This design comes from an exercise in tuning for small area, a short achievable clock period and few clock cycles per item on the open sky130 flow, not from production work. At most, simulation tests tie the RTL to the original design; equivalence was not proved. For runs 1 to 3, only the layout was checked, not whether the RTL still works. No activity file was given, so power comes from the tool's default toggle rates.

**run.sh**
```bash
#!/bin/bash
# synth_recipe.tcl (not shown) runs the flow's synth.tcl, then flattens the netlist and writes it again
# the make line also repeats each setting of config.mk as NAME=value (left out here)
make -C /OpenROAD-flow-scripts/flow DESIGN_CONFIG=/design/flow/config.mk WORK_HOME=/design/flow/orfs CLKGATE_MAP_FILE= SYNTH_SCRIPT=/design/flow/synth_recipe.tcl finish
```
**config.mk**
```make
export PLATFORM = sky130hd
export DESIGN_NAME = band_topk_balanced_selector
export DESIGN_NICKNAME = band_topk_balanced_selector
export VERILOG_FILES = /design/flow/design.v
export SDC_FILE = /design/flow/constraint.sdc
export NUM_CORES = 4
export LEC_CHECK = 0
export ABC_CLOCK_PERIOD_IN_PS = 4000
export CAP_MARGIN = 20
export CORE_MARGIN = 2
export CORE_UTILIZATION = 40
export SETUP_SLACK_MARGIN = 4.0
export SLEW_MARGIN = 20
```
**constraint.sdc**
```tcl
create_clock -name core_clock -period 8.0 [get_ports {i_clk}]
set_input_delay 1.6000 -clock core_clock [delete_from_list [all_inputs] [get_ports {i_clk}]]
set_output_delay 1.6000 -clock core_clock [all_outputs]
set_load 0.01 [all_outputs]
```
**design.v**
```verilog
package bts_pkg;
    localparam int HEAP_SLOTS = 10;
    localparam int ADDR_W     = (HEAP_SLOTS > 1) ? $clog2(HEAP_SLOTS) : 1;
    localparam int CNT_W      = $clog2(HEAP_SLOTS + 1);
    localparam int SCORE_W   = 16;
    localparam int INDEX_W   = 16;
    localparam int BAND_W    = 15;
    localparam int CFG_IDX_W = 1;
    localparam int ENTRY_W   = SCORE_W + INDEX_W;
    localparam logic [CFG_IDX_W-1:0] CFG_BAND_LOW  = 1'b0;
    localparam logic [CFG_IDX_W-1:0] CFG_BAND_HIGH = 1'b1;
    localparam logic [BAND_W-1:0] BAND_LOW_RST  = 15'd8192;
    localparam logic [BAND_W-1:0] BAND_HIGH_RST = 15'd16384;
    localparam logic [1:0] KIND_CLEAR = 2'd0;
    localparam logic [1:0] KIND_OFFER = 2'd1;
    localparam logic [1:0] KIND_DRAIN = 2'd2;
    typedef logic [1:0] t_sel;
    localparam t_sel SEL_CUR = 2'd0;
    localparam t_sel SEL_L   = 2'd1;
    localparam t_sel SEL_R   = 2'd2;
    typedef struct packed {
        logic [1:0]                kind;
        logic signed [SCORE_W-1:0] score;
        logic [INDEX_W-1:0]        item_index;
    } t_in;
    typedef struct packed {
        logic [INDEX_W-1:0] sel_index;
        logic               sel_label;
        logic               sel_valid;
        logic               last;
    } t_out;
    typedef struct packed {
        logic signed [SCORE_W-1:0] score;
        logic [INDEX_W-1:0]        index;
    } t_entry;
endpackage
module bts_ram #(
    parameter int DEPTH = 16,
    parameter int WIDTH = 32,
    parameter int AW    = (DEPTH > 1) ? $clog2(DEPTH) : 1
) (
    input  logic             i_clk,
    input  logic             i_we,
    input  logic [AW-1:0]    i_waddr,
    input  logic [WIDTH-1:0] i_wdata,
    input  logic [AW-1:0]    i_raddr_a,
    input  logic [AW-1:0]    i_raddr_b,
    output logic [WIDTH-1:0] o_rdata_a,
    output logic [WIDTH-1:0] o_rdata_b
);
    logic [WIDTH-1:0] r_mem [DEPTH];
    always_ff @(posedge i_clk) begin
        if (i_we) begin
            r_mem[i_waddr] <= i_wdata;
        end
    end
    always_ff @(posedge i_clk) begin
        o_rdata_a <= r_mem[i_raddr_a];
        o_rdata_b <= r_mem[i_raddr_b];
    end
endmodule
module bts_cmp (
    input  logic                      i_neg,
    input  logic signed [bts_pkg::SCORE_W-1:0] i_cur,
    input  logic signed [bts_pkg::SCORE_W-1:0] i_l,
    input  logic                      i_l_ok,
    input  logic signed [bts_pkg::SCORE_W-1:0] i_r,
    input  logic                      i_r_ok,
    output logic [1:0]                o_sel
);
    logic signed [bts_pkg::SCORE_W-1:0] w_best;
    always_comb begin
        w_best = i_cur;
        o_sel  = bts_pkg::SEL_CUR;
        if (i_l_ok && (i_neg ? (i_l > w_best) : (i_l < w_best))) begin
            o_sel  = bts_pkg::SEL_L;
            w_best = i_l;
        end
        if (i_r_ok && (i_neg ? (i_r > w_best) : (i_r < w_best))) begin
            o_sel = bts_pkg::SEL_R;
        end
    end
endmodule
module band_topk_balanced_selector (
    input  logic                 i_clk,
    input  logic                 i_rst_n,
    input  logic                 i_in_valid,
    output logic                 o_in_ready,
    input  logic [33:0]          i_in_data,
    output logic                 o_out_valid,
    input  logic                 i_out_ready,
    output logic [18:0]          o_out_data,
    input  logic                 i_cfg_valid,
    output logic                 o_cfg_ready,
    input  logic [bts_pkg::CFG_IDX_W-1:0] i_cfg_index,
    input  logic [bts_pkg::BAND_W-1:0]    i_cfg_data
);
    localparam int NS = bts_pkg::HEAP_SLOTS;    
    localparam int NP = 2 * NS;                 
    logic [bts_pkg::BAND_W-1:0] r_band_low, r_band_high;
    logic        r_txv;           
    logic        r_tx_ins;        
    logic        r_tx_drain;      
    logic        r_tx_neg;        
    logic [14:0] r_tx_key;        
    logic [15:0] r_tx_idx;
    logic [14:0] r_key [2][NS];
    logic [15:0] r_idx [2][NS];
    logic        r_used [2][NS];
    logic        r_dbusy;
    logic        r_mask [NP];     
    logic [3:0]  r_rem [2];
    logic        r_out_valid;
    logic [18:0] r_out;
    logic        w_exec;
    logic        w_out_free;
    assign o_cfg_ready = 1'b1;
    assign o_in_ready  = !r_txv || !r_dbusy;
    assign o_out_valid = r_out_valid;
    assign o_out_data  = r_out;
    assign w_out_free  = !r_out_valid || i_out_ready;
    assign w_exec      = r_txv && !r_dbusy;
    logic [1:0]  w_kind;
    logic [15:0] w_score;
    logic [16:0] w_mag;
    logic        w_in_band;
    logic        w_keep;
    logic        w_acc;
    assign w_kind    = i_in_data[33:32];
    assign w_score   = i_in_data[31:16];
    assign w_mag     = w_score[15] ? (17'd0 - {1'b1, w_score}) : {1'b0, w_score};
    assign w_in_band = (w_mag > {2'b00, r_band_low}) && (w_mag < {2'b00, r_band_high});
    assign w_acc     = i_in_valid && o_in_ready;
    assign w_keep    = (w_kind == bts_pkg::KIND_CLEAR) || (w_kind == bts_pkg::KIND_DRAIN) ||
                       ((w_kind == bts_pkg::KIND_OFFER) && w_in_band);
    always_ff @(posedge i_clk) begin
        if (!i_rst_n) begin
            r_txv <= 1'b0;
        end else if (w_acc) begin
            r_txv <= w_keep;
        end else if (w_exec) begin
            r_txv <= 1'b0;
        end
    end
    always_ff @(posedge i_clk) begin
        if (w_acc) begin
            r_tx_ins   <= (w_kind == bts_pkg::KIND_OFFER);
            r_tx_drain <= (w_kind == bts_pkg::KIND_DRAIN);
            r_tx_neg   <= w_score[15];
            r_tx_key   <= w_score[15] ? ~w_score[14:0] : w_score[14:0];
            r_tx_idx   <= i_in_data[15:0];
        end
    end
    always_ff @(posedge i_clk) begin
        if (!i_rst_n) begin
            r_band_low  <= bts_pkg::BAND_LOW_RST;
            r_band_high <= bts_pkg::BAND_HIGH_RST;
        end else if (i_cfg_valid) begin
            if (i_cfg_index == bts_pkg::CFG_BAND_LOW) begin
                r_band_low <= i_cfg_data;
            end else begin
                r_band_high <= i_cfg_data;
            end
        end
    end
    logic w_do_ins, w_do_clear, w_do_drain;
    assign w_do_ins   = w_exec && r_tx_ins;
    assign w_do_drain = w_exec && r_tx_drain;
    assign w_do_clear = w_exec && !r_tx_ins && !r_tx_drain;
    logic w_worse [2][NS];
    logic w_rwl   [2][NS];
    logic w_gl    [2][NS];
    logic w_gr    [2][NS];
    logic w_path  [2][NS];
    always_comb begin
        for (int h = 0; h < 2; h++) begin
            for (int i = 0; i < NS; i++) begin
                w_worse[h][i] = !r_used[h][i] || (r_key[h][i] < r_tx_key);
                w_rwl[h][i]   = 1'b0;
                w_gl[h][i]    = 1'b0;
                w_gr[h][i]    = 1'b0;
                w_path[h][i]  = 1'b0;
            end
            for (int c = 0; c < NS; c++) begin
                if (2 * c + 2 < NS) begin
                    w_rwl[h][c] = r_used[h][2*c+1] &&
                                  (!r_used[h][2*c+2] || (r_key[h][2*c+2] < r_key[h][2*c+1]));
                    w_gl[h][c]  = w_worse[h][2*c+1] && !w_rwl[h][c];
                    w_gr[h][c]  = w_worse[h][2*c+1] ? w_rwl[h][c] : w_worse[h][2*c+2];
                end else if (2 * c + 1 < NS) begin
                    w_gl[h][c]  = w_worse[h][2*c+1];
                end
            end
            w_path[h][0] = w_do_ins && (r_tx_neg == h[0]) && w_worse[h][0];
            for (int c = 0; c < NS; c++) begin
                if (2 * c + 1 < NS) w_path[h][2*c+1] = w_path[h][c] && w_gl[h][c];
                if (2 * c + 2 < NS) w_path[h][2*c+2] = w_path[h][c] && w_gr[h][c];
            end
        end
    end
    always_ff @(posedge i_clk) begin
        for (int h = 0; h < 2; h++) begin
            for (int i = 0; i < NS; i++) begin
                if (w_path[h][i]) begin
                    if (w_gl[h][i]) begin
                        r_key[h][i] <= r_key[h][(2*i+1) % NS];
                        r_idx[h][i] <= r_idx[h][(2*i+1) % NS];
                    end else if (w_gr[h][i]) begin
                        r_key[h][i] <= r_key[h][(2*i+2) % NS];
                        r_idx[h][i] <= r_idx[h][(2*i+2) % NS];
                    end else begin
                        r_key[h][i] <= r_tx_key;
                        r_idx[h][i] <= r_tx_idx;
                    end
                end
            end
        end
    end
    always_ff @(posedge i_clk) begin
        for (int h = 0; h < 2; h++) begin
            for (int i = 0; i < NS; i++) begin
                if (!i_rst_n || w_do_clear) begin
                    r_used[h][i] <= 1'b0;
                end else if (w_path[h][i]) begin
                    if (w_gl[h][i]) begin
                        r_used[h][i] <= r_used[h][(2*i+1) % NS];
                    end else if (w_gr[h][i]) begin
                        r_used[h][i] <= r_used[h][(2*i+2) % NS];
                    end else begin
                        r_used[h][i] <= 1'b1;
                    end
                end
            end
        end
    end
    logic [3:0] r_cnt [2];
    always_ff @(posedge i_clk) begin
        for (int h = 0; h < 2; h++) begin
            if (!i_rst_n || w_do_clear) begin
                r_cnt[h] <= 4'd0;
            end else if (w_path[h][0] && !r_used[h][0]) begin
                r_cnt[h] <= r_cnt[h] + 4'd1;
            end
        end
    end
    logic [3:0]  w_n;
    logic [3:0]  w_cur_rem [2];
    logic        w_remnz [2];
    logic        w_active;
    logic        w_cand [NP];
    logic        w_after [NP];
    logic        w_found;
    logic        w_side;
    logic [15:0] w_sel_idx;
    logic        w_last;
    always_comb begin
        w_n = (r_cnt[0] < r_cnt[1]) ? r_cnt[0] : r_cnt[1];
        w_cur_rem[0] = r_dbusy ? r_rem[0] : w_n;
        w_cur_rem[1] = r_dbusy ? r_rem[1] : w_n;
        w_remnz[0]   = r_dbusy ? (r_rem[0] != 4'd0) : (r_cnt[0] != 4'd0) && (r_cnt[1] != 4'd0);
        w_remnz[1]   = r_dbusy ? (r_rem[1] != 4'd0) : (r_cnt[0] != 4'd0) && (r_cnt[1] != 4'd0);
        w_active     = r_dbusy || w_do_drain;
        w_found   = 1'b0;
        w_side    = 1'b0;
        w_sel_idx = '0;
        for (int j = 0; j < NP; j++) begin
            w_after[j] = w_found;
            w_cand[j]  = (!r_dbusy || r_mask[j]) && r_used[j % 2][NS - 1 - j / 2] && w_remnz[j % 2];
            if (w_cand[j] && !w_found) begin
                w_side    = j[0];
                w_sel_idx = r_idx[j % 2][NS - 1 - j / 2];
            end
            w_found = w_found || w_cand[j];
        end
        w_last = w_side ? ((w_cur_rem[1] == 4'd1) && (w_cur_rem[0] == 4'd0))
                        : ((w_cur_rem[0] == 4'd1) && (w_cur_rem[1] == 4'd0));
    end
    always_ff @(posedge i_clk) begin
        if (!i_rst_n) begin
            r_dbusy     <= 1'b0;
            r_out_valid <= 1'b0;
        end else begin
            if (w_active && w_out_free) begin
                r_out_valid <= 1'b1;
                if (!w_found) begin
                    r_out   <= {16'd0, 1'b0, 1'b0, 1'b1};
                    r_dbusy <= 1'b0;
                end else begin
                    r_out   <= {w_sel_idx, w_side, 1'b1, w_last};
                    r_dbusy <= !w_last;
                end
            end else begin
                if (i_out_ready) r_out_valid <= 1'b0;
                if (w_do_drain) r_dbusy <= 1'b1;
            end
        end
    end
    always_ff @(posedge i_clk) begin
        if (w_active) begin
            if (w_out_free && w_found) begin
                for (int j = 0; j < NP; j++) r_mask[j] <= w_after[j];
                if (w_side) begin
                    r_rem[1] <= w_cur_rem[1] - 4'd1;
                    r_rem[0] <= w_cur_rem[0];
                end else begin
                    r_rem[0] <= w_cur_rem[0] - 4'd1;
                    r_rem[1] <= w_cur_rem[1];
                end
            end else begin
                for (int j = 0; j < NP; j++) r_mask[j] <= r_mask[j] || !r_dbusy;
                r_rem[0] <= w_cur_rem[0];
                r_rem[1] <= w_cur_rem[1];
            end
        end
    end
endmodule
```
==> results of run 1 <==
-- worst max-delay path: stages (launching register included) --
cell and delay, ns:
dfxtp_4 0.38, buf_12 0.14, buf_4 0.15, buf_4 0.18
nand2b_1 0.15, o211ai_4 0.11, buf_4 0.19, nand3_1 0.11
nor3_2 0.05, buf_4 0.23, a222oi_1 0.56, nand4_1 0.39
a221oi_2 0.33, nand4_1 0.22, a211oi_2 0.37, o22ai_2 0.13
-- kinds of logic (layout without fill, tap and decap cells) --
kind of cell             after synthesis  after routing  share of synthesized area, %
flip-flops                           762            762                          51.7
AND/OR/NAND/NOR                      842            851                          9.41
other                                  1              1                       0.00871
adder cells (fa/ha/maj)              436            436                          12.7
multiplexers                         353            353                          8.50
AO/OA/AOI/OAI                        894            898                          13.5
XOR/XNOR                              39             39                         0.793
buffers and inverters                382            655                          3.41
-- path summary, 6_finish.rpt --
path | slack (ns) | end | from | cells past startpoint
max | 4.01 | r_out[5] | r_dbusy | 15
min | 0.46 | r_band_low[6] | r_band_low[6] | 2
max reg2reg | 4.01 | r_out[5] | r_dbusy | 15
min reg2reg | 0.46 | r_band_low[6] | r_band_low[6] | 2
-- metrics by stage --
stage / power, mW / instances / hold WS [ns] / instance area [um2] / util (%)
5_1_grt: 9.96 / 5398 / 0.481 / 50900 / 47.6
2_1_floorplan: 5.14 / 3709 / 0.443 / 43300 / -
6_report: 9.66 / 5398 / 0.465 / 50900 / 47.6
4_1_cts: 9.63 / 5351 / 0.465 / 50100 / 46.9
3_5_place_dp: 5.53 / 5104 / 0.457 / 46000 / 43.1
3_3_place_gp: 5.51 / 5101 / 0.452 / 46000 / 43.0
-- power by group through the flow --
stage	Combinational (mW)	Sequential, mW	Clock [mW]
final	1.05	4.56	4.06
after global routing	1.15	4.56	4.25
after CTS	0.987	4.55	4.10
after detailed placement	0.892	4.64	0
after global placement	0.871	4.64	0
after floorplan	0.551	4.59	0
-- layout make-up --
class	instances	share of cell area, %
Clock buffer	102	4.53
Clock inverter	55	1.08
Inverter	211	1.68
Multi-Input combinational cell	2578	39.6
Sequential cell	762	43.8
Tap cell	1403	3.45
Timing Repair Buffer	279	5.71
Timing Repair inverter	8	0.113
-- placed cells by master (no fill, tap or decap), types with 15 or more instances in the layout --
| master | n |
|---|---|
| nand2b_1 | 61 |
| clkinv_2 | 22 |
| a21boi_0 | 30 |
| a21o_1 | 91 |
| xor2_1 | 17 |
| ha_1 | 433 |
| clkbuf_16 | 94 |
| inv_1 | 194 |
| buf_4 | 146 |
| o211ai_1 | 25 |
| xnor2_1 | 22 |
| a211oi_1 | 18 |
| nor2_1 | 195 |
| nand2_1 | 323 |
| o21a_1 | 26 |
| buf_6 | 17 |
| buf_12 | 26 |
| nor2b_1 | 35 |
| a222oi_1 | 38 |
| clkdlybuf4s50_1 | 69 |
| nand3_1 | 50 |
| o21ai_0 | 223 |
| mux2_2 | 96 |
| a31oi_1 | 17 |
| nand4_1 | 50 |
| edfxtp_1 | 701 |
| nor3_1 | 15 |
| dfxtp_1 | 59 |
| clkinvlp_4 | 29 |
| a221oi_1 | 27 |
| a21oi_1 | 241 |
| mux2i_1 | 256 |
-- layer usage --
metal,vias to the layer above,global-route usage (%)
met5,-,0
met1,15400,35.8
met3,224,7.97
met4,0,7.45
li1,14500,-
met2,1680,34.3
-- registers in the layout (all words and copies together) (netlist names) --
signal	cells
r_used	20
r_tx_ins	1
r_txv	1
r_mask	20
r_cnt	8
r_tx_neg	1
r_rem	8
r_tx_key	15
r_idx	320
r_band_high	15
r_out	19
r_key	300
r_tx_drain	1
r_tx_idx	16
r_out_valid	1
r_dbusy	1
r_band_low	15
-- repair_timing --
item,4_1_cts,5_1_grt
endpoints found under the setup margin,989,552
setup buffers,71,36
gates cloned,19,11
pin swaps,20,26
hold buffers,0,0
resized for setup,102,78
hold endpoints to repair,0,0
==> impl_metrics.yaml, run 1 <==
timing:
  fin_ws_ns: 4.01
  slew_viol_final: 0
  worst_slew_pin_slew_ns: 1.18
  relSlewSlack_pct: 21.3
  min_period_ns: 3.99
  hold_viol: 0
  rsz0062_at_grt: "false"
  post-route-period-util_pct: 49.9
  fin_worst_skew_ns: 0.0318
  setup_viol: 0
  fmax_ghz: 0.251
  finalSetupTns_ns: 0
power:
  p_sw_mw: 2.45
  powerDensity_nw_per_um2: 190
  ir_worst_vdd_uv: 147
  clock_power_share_pct: 42.0
  sw_frac_of_total_pct: 25.4
  p_int_mw: 7.21
  seqPwrFrac_pct: 47.2
  comb_power_share_pct: 10.9
  leakage_nw: 19.9
logic_synthesis:
  synth_area_um2: 43100
  synthTopCellsByArea: "edfxtp_1 (49%), ha_1 (13%), mux2i_1 (6.0%)"
  synth_most_common_cell: "edfxtp_1"
  synth.distinct_cells: 88
  synth_seq_cells: 762
  yosysTopAreaCellShare_pct: 48.9
  async_flop_share_pct: 0
  synth_cells: 3709
  syn_avg_cell_area_um2: 11.6
  ys_seq_area_share_pct: 51.7
  syn_nets: 4200
  yosys-top-cells-count: "edfxtp_1 (701), ha_1 (436), nand2_1 (329)"
  synth_edf_count: 701
  yosysWarnings: 16
  synthFlopType: "edfxtp_1"
  synth_area_leader_cell: "edfxtp_1"
clock_tree:
  clkLatencyLatePin_ns: 0.67
  root_buffer: "clkbuf_16"
  cts_max_level: 3
  path_clk_slew_ns: 0.06
  cts.sinks: 762
  cts_tree: "done"
  cts_buffers: 86
  clock_path_buffers: 3
placement:
  place_congestion: 0.923
  port_buffers: 75
  post-place-ws_ns: 2.16
  place_hpwl_mm: 93.5
global_route:
  track_usage_pct: 24.5
  grt_max_degree: 66
  grt-ovfl-total: 0
  grt_pass1_vias: 30000
  antenna_found_initial: 0
  grt_pass1_wl_mm: 200
setup_path:
  arrival_ns: 4.37
  endpoint_kind: "flop"
  cp-start-kind: "flop"
  worstPathMaxFanout: 18
  worst-setup-path-type: "reg -> reg"
  cp.required_ns: 8.38
final_layout:
  drive_above_1_share_pct: 15.0
  n_fill_cell: 9544
  multi_input_area_um2: 20200
  final_nets: 4417
  diodes: 0
  area_growth_pct: 18.1
  seqCellArea_um2: 22300
worst_hold_path:
  hp-class: "reg -> reg"
floorplanning:
  dieArea_um2: 110000
  ios: 77
  rows: 120
  dieHeight_um: 332
  die_w_um: 332
  core_area_um2: 107000
  start_util_pct: 40.3
run:
  cap_violations: 0
routing:
  antenna_left: 0
  m1WireLength_mm: 61.8
  drt-vias-per-instance: 5.90
  initialDrtViolationCount: 3750
  top_layer: "met4"
  dr_wl_met2_mm: 58.0
  wl_met3_mm: 17.3
  drc: 0
  wl_per_cell_um: 26.2
  finalWirelength_mm: 142
  route.vias.total: 31800
  first_pass_iters: 9
run_status:
  status: "finished clean"
==> run 2, diff against run 1 <==
--- a/config.mk
+++ b/config.mk
@@ -6,8 +6,8 @@
 export NUM_CORES = 4
 export LEC_CHECK = 0
-export ABC_CLOCK_PERIOD_IN_PS = 4000
+export ABC_CLOCK_PERIOD_IN_PS = 3000
 export CAP_MARGIN = 20
 export CORE_MARGIN = 2
 export CORE_UTILIZATION = 40
-export SETUP_SLACK_MARGIN = 4.0
+export SETUP_SLACK_MARGIN = 4.8
 export SLEW_MARGIN = 20
==> impl_metrics.yaml, run 2 <==
global_route:
  grt_pass1_wl_mm: 241
  grt_pass1_vias: 34200
  antenna_found_initial: 1
  grt-ovfl-total: 0
  track_usage_pct: 30.1
  grt_max_degree: 41
routing:
  drt-vias-per-instance: 6.24
  wl_per_cell_um: 30.4
  first_pass_iters: 10
  route.vias.total: 36400
  drc: 0
  finalWirelength_mm: 178
  antenna_left: 0
  initialDrtViolationCount: 5509
logic_synthesis:
  synth_area_leader_cell: "edfxtp_1"
  synthFlopType: "edfxtp_1"
  yosysWarnings: 16
  async_flop_share_pct: 0
  synth_seq_cells: 762
  synth.distinct_cells: 88
  synthTopCellsByArea: "edfxtp_1 (49%), ha_1 (13%), mux2i_1 (6.0%)"
  synth_cells: 3709
  ys_seq_area_share_pct: 51.7
  syn_avg_cell_area_um2: 11.6
  synth_area_um2: 43100
  synth_edf_count: 701
  yosys-top-cells-count: "edfxtp_1 (701), ha_1 (436), nand2_1 (329)"
  synth_most_common_cell: "edfxtp_1"
  yosysTopAreaCellShare_pct: 48.9
  syn_nets: 4200
floorplanning:
  dieArea_um2: 110000
  die_w_um: 332
  core_area_um2: 107000
  ios: 77
  dieHeight_um: 332
  rows: 120
  start_util_pct: 40.3
power:
  sw_frac_of_total_pct: 26.4
  p_sw_mw: 2.69
  ir_worst_vdd_uv: 157
  comb_power_share_pct: 15.0
  p_int_mw: 7.48
  seqPwrFrac_pct: 44.9
  leakage_nw: 23.6
  powerDensity_nw_per_um2: 171
  clock_power_share_pct: 40.1
  p_total_mw: 10.2
run_status:
  status: "finished clean"
final_layout:
  mostFrequentLayoutCells: "edfxtp_1 (701), ha_1 (399), nand2_1 (316), buf_4 (253), mux2i_1 (218)"
  largest-register: "r_idx"
  n_fill_cell: 8414
  layout.cells.non_filler: 5839
  final_core_utilization_pct: 55.7
  largest_reg_flops: 320
  top_regs: "r_idx x320, r_key x300"
  area_growth_pct: 38.3
  layout_commonest_cell: "edfxtp_1"
  drive_above_1_share_pct: 29.2
  final_nets: 4856
timing:
  slew_viol_final: 0
  setup_viol: 0
  relSlewSlack_pct: 13.3
  min_period_ns: 3.97
  post-route-period-util_pct: 49.6
  finalSetupTns_ns: 0
  hold_viol: 0
  fin_worst_skew_ns: 0.0319
  worst_slew_pin_slew_ns: 1.29
  fin_ws_ns: 4.03
  rsz0062_at_grt: "true"
  fmax_ghz: 0.252
setup_path:
  cp_slowest_stage_delay_ns: 0.77
  cp_slowest_cell: "dfxtp_1"
  cp.buffers_inverters: 4
  arrival_ns: 4.36
  cp-start-kind: "flop"
  cp.required_ns: 8.38
  worstPathMaxFanout: 14
  worstPathCellList: "o211ai_4 -> buf_6 -> buf_4 -> nand3_1 -> nor3_2 -> buf_6 -> buf_4 -> a222oi_1 -> nand4_1 -> a222oi_1 -> a21oi_1 -> a21oi_1 -> nand2_2"
  cp_top_family: "compound AO/OA/AOI/OAI gates"
  endpoint_kind: "flop"
  worst-setup-path-type: "reg -> reg"
clock_tree:
  cts.sinks: 762
  cts_tree: "done"
  path_clk_slew_ns: 0.06
  cts_buffers: 86
  cts_hold_buf: 0
  clock_path_buffers: 3
  root_buffer: "clkbuf_16"
  clkLatencyLatePin_ns: 0.68
  cts_max_level: 3
placement:
  place_congestion: 0.923
  post-place-ws_ns: 2.16
  port_buffers: 75
  place_hpwl_mm: 93.5
  placedCellCount: 5104
run:
  cap_violations: 0
worst_hold_path:
  hp-class: "reg -> reg"
-- run 2: area by class of cell --
type / count / area (um2) / area share, %
diodes: 2 / 5.00 / 0.00841
clock buffers: 102 / 2300 / 3.87
clock inverters: 55 / 552 / 0.927
inverters: 211 / 881 / 1.48
multi-input cells: 2585 / 22000 / 37.0
flip-flops and latches: 762 / 22300 / 37.4
well taps: 1403 / 1760 / 2.95
repair buffers: 711 / 9660 / 16.2
repair inverters: 8 / 60.1 / 0.101
-- run 2: cell families (layout without fill, tap and decap cells) --
family	Yosys count	in the layout	share of synthesized area, %
compound gates	894	904	13.5
xor+xnor	39	39	0.793
fa+ha+maj	436	436	12.7
buf+inv	382	1087	3.41
flops	762	762	51.7
mux	353	353	8.50
other cells	1	3	0.00871
simple gates	842	852	9.41
-- run 2: worst reg2reg max path, cell delays in order, from the launching register on --
cell and delay (ns):
dfxtp_1 0.77, o211ai_4 0.17, buf_6 0.18, buf_4 0.14, nand3_1 0.11, nor3_2 0.06, buf_6 0.16, buf_4 0.17
a222oi_1 0.59, nand4_1 0.17, a222oi_1 0.65, a21oi_1 0.16, a21oi_1 0.23, nand2_2 0.13
-- run 2: worst paths after layout --
kind | from | endpoint | slack, ns | cells past startpoint
setup / recovery | r_used[18] | r_out[6] | 4.03 | 13
hold / removal | r_band_low[7] | r_band_low[7] | 0.46 | 2
setup reg to reg | r_used[18] | r_out[6] | 4.03 | 13
hold reg to reg | r_band_low[7] | r_band_low[7] | 0.46 | 2
-- run 2: what timing repair did --
action | in CTS | in global routing
buffers inserted | 347 | 100
hold endpoints to repair | 0 | 0
cloned | 99 | 30
pin swaps | 235 | 189
endpoints found under the setup margin | 1022 | 932
resized for setup | 716 | 347
-- run 2: power by group through the flow --
stage | registers, mW | clock network, mW | logic [mW]
2_1_floorplan | 4.59 | 0 | 0.551
3_3_place_gp | 4.64 | 0 | 0.871
3_5_place_dp | 4.64 | 0 | 0.892
4_1_cts | 4.55 | 4.10 | 1.36
5_1_grt | 4.56 | 4.26 | 1.60
6_report | 4.56 | 4.08 | 1.53
-- run 2: stage by stage --
step | hold slack [ns] | cell area, um2
2_1_floorplan | 0.443 | 43300
4_1_cts | 0.465 | 56800
3_3_place_gp | 0.452 | 46000
6_report | 0.463 | 59500
3_5_place_dp | 0.457 | 46000
5_1_grt | 0.481 | 59500
-- run 2: layer usage --
metal / vias to the layer above / routed length (um) / part of all wire [%] / global-route usage [%]
met5: - / 8 / 0.0045 / 0
li1: 15400 / - / - / -
met1: 17700 / 67800 / 38 / 41.1
met2: 2692 / 72400 / 41 / 43.2
met3: 582 / 23600 / 13 / 7.96
met4: 2 / 13800 / 7.8 / 16.8
==> run 3, diff against run 2 <==
--- a/design.v
+++ b/design.v
@@ -98,4 +98,12 @@
     localparam int NS = bts_pkg::HEAP_SLOTS;    
     localparam int NP = 2 * NS;                 
+    function automatic logic key_lt(input logic [14:0] a, input logic [14:0] b);
+        logic r;
+        r = 1'b0;
+        for (int k = 0; k < 15; k++) begin
+            r = (!a[k] && b[k]) || (!(a[k] && !b[k]) && r);
+        end
+        key_lt = r;
+    endfunction
     logic [bts_pkg::BAND_W-1:0] r_band_low, r_band_high;
     logic        r_txv;           
@@ -103,5 +111,5 @@
     logic        r_tx_drain;      
     logic        r_tx_neg;        
-    logic [14:0] r_tx_key;        
+    logic [14:0] r_tx_key [2];    
     logic [15:0] r_tx_idx;
     logic [14:0] r_key [2][NS];
@@ -148,9 +156,12 @@
             r_tx_drain <= (w_kind == bts_pkg::KIND_DRAIN);
             r_tx_neg   <= w_score[15];
-            r_tx_key   <= w_score[15] ? ~w_score[14:0] : w_score[14:0];
             r_tx_idx   <= i_in_data[15:0];
         end
     end
     always_ff @(posedge i_clk) begin
+        if (w_acc && !w_score[15]) r_tx_key[0] <= w_score[14:0];
+        if (w_acc && w_score[15])  r_tx_key[1] <= ~w_score[14:0];
+    end
+    always_ff @(posedge i_clk) begin
         if (!i_rst_n) begin
             r_band_low  <= bts_pkg::BAND_LOW_RST;
@@ -176,5 +187,5 @@
         for (int h = 0; h < 2; h++) begin
             for (int i = 0; i < NS; i++) begin
-                w_worse[h][i] = !r_used[h][i] || (r_key[h][i] < r_tx_key);
+                w_worse[h][i] = !r_used[h][i] || key_lt(r_key[h][i], r_tx_key[h]);
                 w_rwl[h][i]   = 1'b0;
                 w_gl[h][i]    = 1'b0;
@@ -185,5 +196,5 @@
                 if (2 * c + 2 < NS) begin
                     w_rwl[h][c] = r_used[h][2*c+1] &&
-                                  (!r_used[h][2*c+2] || (r_key[h][2*c+2] < r_key[h][2*c+1]));
+                                  (!r_used[h][2*c+2] || key_lt(r_key[h][2*c+2], r_key[h][2*c+1]));
                     w_gl[h][c]  = w_worse[h][2*c+1] && !w_rwl[h][c];
                     w_gr[h][c]  = w_worse[h][2*c+1] ? w_rwl[h][c] : w_worse[h][2*c+2];
@@ -210,5 +221,5 @@
                         r_idx[h][i] <= r_idx[h][(2*i+2) % NS];
                     end else begin
-                        r_key[h][i] <= r_tx_key;
+                        r_key[h][i] <= r_tx_key[h];
                         r_idx[h][i] <= r_tx_idx;
                     end
--- a/config.mk
+++ b/config.mk
@@ -6,8 +6,8 @@
 export NUM_CORES = 4
 export LEC_CHECK = 0
-export ABC_CLOCK_PERIOD_IN_PS = 3000
+export ABC_CLOCK_PERIOD_IN_PS = 4000
 export CAP_MARGIN = 20
 export CORE_MARGIN = 2
 export CORE_UTILIZATION = 40
-export SETUP_SLACK_MARGIN = 4.8
+export SETUP_SLACK_MARGIN = 4.0
 export SLEW_MARGIN = 20
==> impl_metrics.yaml, run 3 <==
run_status:
  status: "finished clean"
final_layout:
  final_nets: 4162
  top_regs: "r_idx x320, r_key x300, r_tx_key x30"
  mostFrequentLayoutCells: "edfxtp_1 (716), nand2_1 (318), inv_1 (291), nor2_1 (239), buf_4 (236)"
  final_core_utilization_pct: 50.5
  area_growth_pct: 25.4
  drive_above_1_share_pct: 20.7
  largest_reg_flops: 320
  layout_commonest_cell: "edfxtp_1"
  largest-register: "r_idx"
logic_synthesis:
  synth_area_um2: 40800
  synth_edf_count: 716
  async_flop_share_pct: 0
  synth_area_leader_cell: "edfxtp_1"
  synthFlopType: "edfxtp_1"
  syn_nets: 3814
  synthTopCellsByArea: "edfxtp_1 (53%), maj3_1 (3.3%), dfxtp_1 (3.0%)"
  synth_cells: 3716
  synth_most_common_cell: "edfxtp_1"
  synth.distinct_cells: 97
  syn_avg_cell_area_um2: 11.0
  yosysTopAreaCellShare_pct: 52.7
  ys_seq_area_share_pct: 55.6
  yosys-top-cells-count: "edfxtp_1 (716), nand2_1 (325), inv_1 (315)"
  yosysWarnings: 17
  synth_seq_cells: 777
floorplanning:
  start_util_pct: 40.3
  rows: 117
  dieHeight_um: 324
  dieArea_um2: 105000
  ios: 77
  die_w_um: 324
  core_area_um2: 101000
routing:
  initialDrtViolationCount: 4440
  drc: 0
  route.vias.total: 33400
  drt-vias-per-instance: 6.07
  wl_per_cell_um: 26.0
  finalWirelength_mm: 143
  first_pass_iters: 9
  antenna_left: 0
global_route:
  grt_pass1_vias: 31300
  track_usage_pct: 26.0
  grt_max_degree: 42
  grtUsageMet3_pct: 4.36
  grt-ovfl-total: 0
  use_met2_pct: 41.5
  busiest_layer: "met2"
  antenna_found_initial: 2
  use_met1_pct: 35.5
  grt_pass1_wl_mm: 204
clock_tree:
  clkLatencyLatePin_ns: 0.67
  cts_tree: "done"
  root_buffer: "clkbuf_16"
  cts_hold_buf: 0
  cts_buffers: 86
  cts_max_level: 3
  cts.sinks: 777
  path_clk_slew_ns: 0.06
  clock_path_buffers: 3
timing:
  post-route-period-util_pct: 51.2
  hold_viol: 0
  relSlewSlack_pct: 25.6
  rsz0062_at_grt: "true"
  fin_worst_skew_ns: 0.0343
  worst_slew_pin_slew_ns: 1.12
  fmax_ghz: 0.244
  finalSetupTns_ns: 0
  setup_viol: 0
  slew_viol_final: 0
  min_period_ns: 4.09
setup_path:
  reg2reg_from: "r_tx_key[1][0]"
  arrival_ns: 4.45
  rr_worst_depth: 17
  cpMostUsedCell: "buf_6"
  path_depth: 17
  cp-startpoint: "r_tx_key[1][0]"
  cp.buffers_inverters: 6
  worstPathCellList: "buf_6 -> nand2b_4 -> maj3_2 -> maj3_2 -> maj3_2 -> a211oi_4 -> nor3_2 -> a2111oi_2 -> o22a_2 -> buf_12 -> nor2_4 -> buf_6 -> or3b_4 -> nor3b_4 -> buf_6 -> buf_6 -> buf_12"
  cp-start-kind: "flop"
  worstPathMaxFanout: 8
  worst-setup-path-type: "reg -> reg"
  cp_slowest_cell: "or3b_4"
  endpoint_kind: "flop"
  cp.required_ns: 8.35
  cp_slowest_stage_delay_ns: 0.40
  cp_top_family: "adder cells"
worst_hold_path:
  holdPathStages: 2
  min_from: "r_band_low[9]"
  hp-class: "reg -> reg"
power:
  leakage_nw: 18.2
  powerDensity_nw_per_um2: 179
  ir_worst_vdd_uv: 171
run:
  cap_violations: 0
placement:
  place_hpwl_mm: 89.1
  place_congestion: 0.925
  port_buffers: 75
==> run 3: worst min-delay path, cell delays in order, from the launching register on <==
cell      delay (ns)
dfxtp_1         0.31
nand2_1         0.05
a21boi_0        0.06
==> run 3: cell type report <==
class / count / area (um2)
multi-input cells: 2427 / 17400
clock buffers: 106 / 2340
clock inverters: 54 / 659
repair inverters: 3 / 22.5
repair buffers: 446 / 5060
well taps: 1368 / 1710
inverters: 323 / 1300
diodes: 1 / 2.50
flip-flops and latches: 777 / 22700
fillers: 8844 / 50200
==> run 3: repair_timing <==
action                                  4_1_cts  5_1_grt
cloned                                       30       17
resized for setup                           245      182
setup buffers                               168       86
pin swaps                                    49       76
endpoints found under the setup margin      956      663
hold endpoints to repair                      0        0
==> run 3: logic make-up after synthesis <==
| family | synth area share (%) |
|---|---|
| DFF | 55.6 |
| xor gates and xnor gates | 0.536 |
| AOI/OAI and AO/OA | 17.4 |
| buffers and inverters | 4.96 |
| and+or+nand+nor | 11.8 |
| other | 0.00918 |
| adders and majority gates | 4.84 |
| muxes | 4.88 |
==> run 3: path summary, 6_finish.rpt <==
| path | endpoint | slack [ns] |
|---|---|---|
| worst min-delay path | r_band_low[9] | 0.46 |
| worst min register to register | r_band_low[9] | 0.46 |
| worst max register to register | r_key[16][0] | 3.91 |
| worst max-delay path | r_key[16][0] | 3.91 |
==> run 3: routing by layer <==
layer	part of all wire [%]	up-vias	wire [um]
li1	-	14800	-
met1	40	16300	57500
met2	46	1948	65300
met3	9.7	328	13900
met4	4.4	0	6330
met5	0	-	0
==> run 3: stage by stage <==
| stage | cells | worst slack, ns | power (mW) | instance area (um2) | hold WS [ns] |
|---|---|---|---|---|---|
| floorplan | 3716 | 3.27 | 4.76 | 41000 | 0.443 |
| global placement | 5043 | 2.03 | 4.91 | 43400 | 0.451 |
| detailed placement | 5043 | 2.01 | 4.91 | 43400 | 0.458 |
| CTS | 5401 | 3.94 | 9.19 | 49400 | 0.466 |
| global route | 5504 | 3.78 | 9.42 | 51200 | 0.485 |
| finish | 5505 | 3.91 | 9.18 | 51200 | 0.461 |
==> run 3: report_power, final <==
group / switching (mW) / internal (mW)
sequential: 0.0323 / 4.43
clock: 1.73 / 2.54
combinational: 0.264 / 0.174
total: 2.03 / 7.15
==> run 4, diff against run 3 <==
--- a/design.v
+++ b/design.v
@@ -98,12 +98,4 @@
     localparam int NS = bts_pkg::HEAP_SLOTS;    
     localparam int NP = 2 * NS;                 
-    function automatic logic key_lt(input logic [14:0] a, input logic [14:0] b);
-        logic r;
-        r = 1'b0;
-        for (int k = 0; k < 15; k++) begin
-            r = (!a[k] && b[k]) || (!(a[k] && !b[k]) && r);
-        end
-        key_lt = r;
-    endfunction
     logic [bts_pkg::BAND_W-1:0] r_band_low, r_band_high;
     logic        r_txv;           
@@ -111,5 +103,5 @@
     logic        r_tx_drain;      
     logic        r_tx_neg;        
-    logic [14:0] r_tx_key [2];    
+    logic [14:0] r_tx_key;        
     logic [15:0] r_tx_idx;
     logic [14:0] r_key [2][NS];
@@ -117,5 +109,5 @@
     logic        r_used [2][NS];
     logic        r_dbusy;
-    logic        r_mask [NP];     
+    logic [4:0]  r_dptr;          
     logic [3:0]  r_rem [2];
     logic        r_out_valid;
@@ -156,12 +148,9 @@
             r_tx_drain <= (w_kind == bts_pkg::KIND_DRAIN);
             r_tx_neg   <= w_score[15];
+            r_tx_key   <= w_score[15] ? ~w_score[14:0] : w_score[14:0];
             r_tx_idx   <= i_in_data[15:0];
         end
     end
     always_ff @(posedge i_clk) begin
-        if (w_acc && !w_score[15]) r_tx_key[0] <= w_score[14:0];
-        if (w_acc && w_score[15])  r_tx_key[1] <= ~w_score[14:0];
-    end
-    always_ff @(posedge i_clk) begin
         if (!i_rst_n) begin
             r_band_low  <= bts_pkg::BAND_LOW_RST;
@@ -187,5 +176,5 @@
         for (int h = 0; h < 2; h++) begin
             for (int i = 0; i < NS; i++) begin
-                w_worse[h][i] = !r_used[h][i] || key_lt(r_key[h][i], r_tx_key[h]);
+                w_worse[h][i] = !r_used[h][i] || (r_key[h][i] < r_tx_key);
                 w_rwl[h][i]   = 1'b0;
                 w_gl[h][i]    = 1'b0;
@@ -196,5 +185,5 @@
                 if (2 * c + 2 < NS) begin
                     w_rwl[h][c] = r_used[h][2*c+1] &&
-                                  (!r_used[h][2*c+2] || key_lt(r_key[h][2*c+2], r_key[h][2*c+1]));
+                                  (!r_used[h][2*c+2] || (r_key[h][2*c+2] < r_key[h][2*c+1]));
                     w_gl[h][c]  = w_worse[h][2*c+1] && !w_rwl[h][c];
                     w_gr[h][c]  = w_worse[h][2*c+1] ? w_rwl[h][c] : w_worse[h][2*c+2];
@@ -221,5 +210,5 @@
                         r_idx[h][i] <= r_idx[h][(2*i+2) % NS];
                     end else begin
-                        r_key[h][i] <= r_tx_key[h];
+                        r_key[h][i] <= r_tx_key;
                         r_idx[h][i] <= r_tx_idx;
                     end
@@ -245,42 +234,40 @@
         end
     end
-    logic [3:0] r_cnt [2];
-    always_ff @(posedge i_clk) begin
-        for (int h = 0; h < 2; h++) begin
-            if (!i_rst_n || w_do_clear) begin
-                r_cnt[h] <= 4'd0;
-            end else if (w_path[h][0] && !r_used[h][0]) begin
-                r_cnt[h] <= r_cnt[h] + 4'd1;
-            end
-        end
-    end
+    logic [3:0]  w_cnt [2];
     logic [3:0]  w_n;
     logic [3:0]  w_cur_rem [2];
-    logic        w_remnz [2];
+    logic [4:0]  w_cur_ptr;
     logic        w_active;
     logic        w_cand [NP];
-    logic        w_after [NP];
+    logic        w_pick [NP];
     logic        w_found;
     logic        w_side;
+    logic [4:0]  w_pos;
     logic [15:0] w_sel_idx;
     logic        w_last;
     always_comb begin
-        w_n = (r_cnt[0] < r_cnt[1]) ? r_cnt[0] : r_cnt[1];
+        for (int h = 0; h < 2; h++) begin
+            w_cnt[h] = '0;
+            for (int i = 0; i < NS; i++) w_cnt[h] = w_cnt[h] + {3'd0, r_used[h][i]};
+        end
+        w_n = (w_cnt[0] < w_cnt[1]) ? w_cnt[0] : w_cnt[1];
         w_cur_rem[0] = r_dbusy ? r_rem[0] : w_n;
         w_cur_rem[1] = r_dbusy ? r_rem[1] : w_n;
-        w_remnz[0]   = r_dbusy ? (r_rem[0] != 4'd0) : (r_cnt[0] != 4'd0) && (r_cnt[1] != 4'd0);
-        w_remnz[1]   = r_dbusy ? (r_rem[1] != 4'd0) : (r_cnt[0] != 4'd0) && (r_cnt[1] != 4'd0);
+        w_cur_ptr    = r_dbusy ? r_dptr : 5'd0;
         w_active     = r_dbusy || w_do_drain;
         w_found   = 1'b0;
         w_side    = 1'b0;
+        w_pos     = '0;
         w_sel_idx = '0;
         for (int j = 0; j < NP; j++) begin
-            w_after[j] = w_found;
-            w_cand[j]  = (!r_dbusy || r_mask[j]) && r_used[j % 2][NS - 1 - j / 2] && w_remnz[j % 2];
-            if (w_cand[j] && !w_found) begin
+            w_cand[j] = (5'(j) >= w_cur_ptr) && r_used[j % 2][NS - 1 - j / 2] &&
+                        (w_cur_rem[j % 2] != 4'd0);
+            w_pick[j] = w_cand[j] && !w_found;
+            if (w_pick[j]) begin
+                w_found   = 1'b1;
                 w_side    = j[0];
-                w_sel_idx = r_idx[j % 2][NS - 1 - j / 2];
+                w_pos     = 5'(j + 1);
             end
-            w_found = w_found || w_cand[j];
+            w_sel_idx = w_sel_idx | (w_pick[j] ? r_idx[j % 2][NS - 1 - j / 2] : 16'd0);
         end
         w_last = w_side ? ((w_cur_rem[1] == 4'd1) && (w_cur_rem[0] == 4'd0))
@@ -310,5 +297,5 @@
         if (w_active) begin
             if (w_out_free && w_found) begin
-                for (int j = 0; j < NP; j++) r_mask[j] <= w_after[j];
+                r_dptr <= w_pos;
                 if (w_side) begin
                     r_rem[1] <= w_cur_rem[1] - 4'd1;
@@ -319,5 +306,5 @@
                 end
             end else begin
-                for (int j = 0; j < NP; j++) r_mask[j] <= r_mask[j] || !r_dbusy;
+                r_dptr   <= w_cur_ptr;
                 r_rem[0] <= w_cur_rem[0];
                 r_rem[1] <= w_cur_rem[1];
--- a/config.mk
+++ b/config.mk
@@ -6,8 +6,6 @@
 export NUM_CORES = 4
 export LEC_CHECK = 0
-export ABC_CLOCK_PERIOD_IN_PS = 4000
 export CAP_MARGIN = 20
 export CORE_MARGIN = 2
 export CORE_UTILIZATION = 40
-export SETUP_SLACK_MARGIN = 4.0
 export SLEW_MARGIN = 20
==> impl_metrics.yaml, run 4 <==
run_status:
  status: "finished clean"
global_route:
  grt_pass1_vias: 30000
  antenna_found_initial: 1
  grt_max_degree: 68
  grt_pass1_wl_mm: 188
  track_usage_pct: 22.9
  grt-ovfl-total: 0
run:
  cap_violations: 0
power:
  powerDensity_nw_per_um2: 186
  ir_worst_vdd_uv: 161
  leakage_nw: 18.9
setup_path:
  cpMostUsedCell: "inv_1"
  r2r_setup_slack_ns: 0.60
  cp-start-kind: "flop"
  worst-setup-path-type: "reg -> reg"
  cp_slowest_stage_delay_ns: 0.56
  cp.required_ns: 8.56
  endpoint_kind: "flop"
  cp_slowest_cell: "a2111oi_0"
  worstPathMaxFanout: 11
  arrival_ns: 7.96
placement:
  placed_area_um2: 45500
  place_congestion: 0.941
  place_hpwl_mm: 87.5
  port_buffers: 75
clock_tree:
  cts_setup_buffers: 0
  root_buffer: "clkbuf_16"
  cts_max_level: 3
  clock_path_buffers: 3
  path_clk_slew_ns: 0.06
  cts_tree: "done"
  cts_buffers: 85
  cts.sinks: 739
  cts_hold_buf: 0
  clkLatencyLatePin_ns: 0.70
routing:
  drt-vias-per-instance: 5.81
  finalWirelength_mm: 126
  initialDrtViolationCount: 3140
  drc: 0
  antenna_left: 0
  first_pass_iters: 19
  wl_per_cell_um: 24.0
  route.vias.total: 30400
logic_synthesis:
  synthFlopType: "edfxtp_1"
  synth_most_common_cell: "edfxtp_1"
  ys_seq_area_share_pct: 50.8
  async_flop_share_pct: 0
  syn_nets: 4189
  synth_area_leader_cell: "edfxtp_1"
  syn_avg_cell_area_um2: 11.6
  synthTopCellsByArea: "edfxtp_1 (48%), ha_1 (13%), mux2i_1 (5.2%)"
  yosys-top-cells-count: "edfxtp_1 (686), ha_1 (435), nand2_1 (297)"
  synth.distinct_cells: 83
  synth_edf_count: 686
  yosysTopAreaCellShare_pct: 48.3
  synth_cells: 3687
  yosysWarnings: 14
  synth_seq_cells: 739
  synth_area_um2: 42600
timing:
  post-route-period-util_pct: 92.4
  relSlewSlack_pct: 24.5
  rsz0062_at_grt: "false"
  fin_worst_skew_ns: 0.0502
  min_period_ns: 7.40
  setup_viol: 0
  worst_slew_pin_slew_ns: 1.13
  slew_viol_final: 0
  fmax_ghz: 0.135
  finalSetupTns_ns: 0
  hold_viol: 0
worst_hold_path:
  hp-class: "reg -> reg"
final_layout:
  drive_above_1_share_pct: 11.1
  mostFrequentLayoutCells: "edfxtp_1 (686), ha_1 (435), nand2_1 (296), a21oi_1 (239), o21ai_0 (231)"
  largest_reg_flops: 320
  fin_area_um2: 48300
  largest-register: "r_idx"
  area_growth_pct: 13.2
  layout_commonest_cell: "edfxtp_1"
  n_fill_cell: 9669
  top_regs: "r_idx x320, r_key x300, r_used x20"
  diodes: 0
  final_nets: 4271
floorplanning:
  start_util_pct: 40.4
  rows: 119
  dieArea_um2: 109000
  ios: 77
  core_area_um2: 105000
  die_w_um: 330
  dieHeight_um: 330
-- run 4: final timing paths --
kind | start | endpoint | cells after the start
worst max-delay path | r_used[7] | r_out[18] | 27
worst max register to register | r_used[7] | r_out[18] | 27
worst min-delay path | r_band_high[4] | r_band_high[4] | 2
worst min register to register | r_band_high[4] | r_band_high[4] | 2
-- run 4: where the power goes --
group	switching [mW]	leakage [nW]	internal, mW
sequential	0.0904	6.62	4.28
clock	1.69	1.34	2.23
combinational	0.438	11.0	0.274
total	2.21	18.9	6.78
-- run 4: layer usage --
layer	vias to the layer above	GRT usage, %	wire length (um)
li1	14100	-	-
met1	14800	32.0	54900
met2	1258	35.7	56300
met3	248	4.58	10600
met4	0	7.46	3910
met5	-	0	0
-- run 4: layout make-up --
class / instances / area, um2 / area share, %
flip-flops and latches: 739 / 21700 / 44.9
clock inverters: 53 / 564 / 1.17
multi-input cells: 2534 / 19600 / 40.7
well taps: 1391 / 1740 / 3.61
repair buffers: 185 / 1580 / 3.27
inverters: 224 / 841 / 1.74
clock buffers: 105 / 2220 / 4.61
-- run 4: per-stage QoR --
stage | setup WS (ns) | cells | utilization, % | hold WS, ns | power, mW
2_1_floorplan | 0.958 | 3687 | - | 0.443 | 4.85
3_3_place_gp | 0.679 | 5073 | 43.1 | 0.452 | 5.14
3_5_place_dp | 0.597 | 5073 | 43.1 | 0.458 | 5.16
4_1_cts | 0.571 | 5231 | 45.8 | 0.466 | 9.07
5_1_grt | 0.112 | 5231 | 45.8 | 0.481 | 9.32
6_report | 0.605 | 5231 | 45.8 | 0.462 | 9.00
-- run 4: what timing repair did --
item / CTS / global route
endpoints found under the hold margin: 0 / 0
endpoints found under the setup margin: 0 / 1
gates resized for setup: 0 / 1
-- run 4: logic make-up (layout without fill, tap and decap cells) --
group,after synthesis,in the layout,share of synthesized area [%]
multiplexers,350,350,8.60
AND/OR/NAND/NOR,773,773,8.49
adder cells (fa/ha/maj),447,447,13.3
flip-flops,739,739,50.8
other,1,1,0.00880
AO/OA/AOI/OAI,928,928,14.2
XOR/XNOR,35,35,0.719
buffers and inverters,414,567,3.76
-- run 4: critical path: cells and delay by family (launching register included) --
kind | cells | cell delay [ns]
and+or+nand+nor | 5 | 1.14
AOI/OAI and AO/OA | 7 | 2.07
adders and majority gates | 7 | 2.55
buffers and inverters | 6 | 0.72
DFF | 1 | 0.38
xor gates and xnor gates | 1 | 0.24
muxes | 1 | 0.16
Testbench counts of run 4, summed over its fixed seeds: cycles 9,314, items 4,800.

[separate check: timing with driven ports]
Ports are ideal in the flow. The routed layouts listed here were re-timed in OpenROAD. Step 1: set_driving_cell puts a clkbuf_16 on i_clk and a buf_2 on each other input, an assumption about the parent block. Step 2 moves the port delays by t, midway between the first and last clock arrival at a register: inputs arrive t later, outputs are due t later. That takes back most of the time a late clock gives input paths. Slacks: no drivers / after step 1 / after step 2; pairs: no drivers / after step 1.
run	t, ns	setup WS [ns]	worst hold slack (ns)	worst data-port slew with drivers (ns)	cell pins on the clock port's net
run 1	0.726	4.010 / 4.010 / 3.481	0.465 / 0.465 / 0.465	0.08	1
run 2	0.740	4.028 / 4.028 / 3.838	0.463 / 0.463 / 0.463	0.07	1
run 3	0.719	3.907 / 3.907 / 3.488	0.461 / 0.461 / 0.461	0.08	1
run 4	0.752	0.605 / 0.605 / 0.605	0.462 / 0.462 / 0.462	0.05	1
After both steps setup and hold are still met in every run listed. For run 1, which loses most, drivers alone change the setup slack by 0.000 ns; drivers and shift together by -0.529 ns.
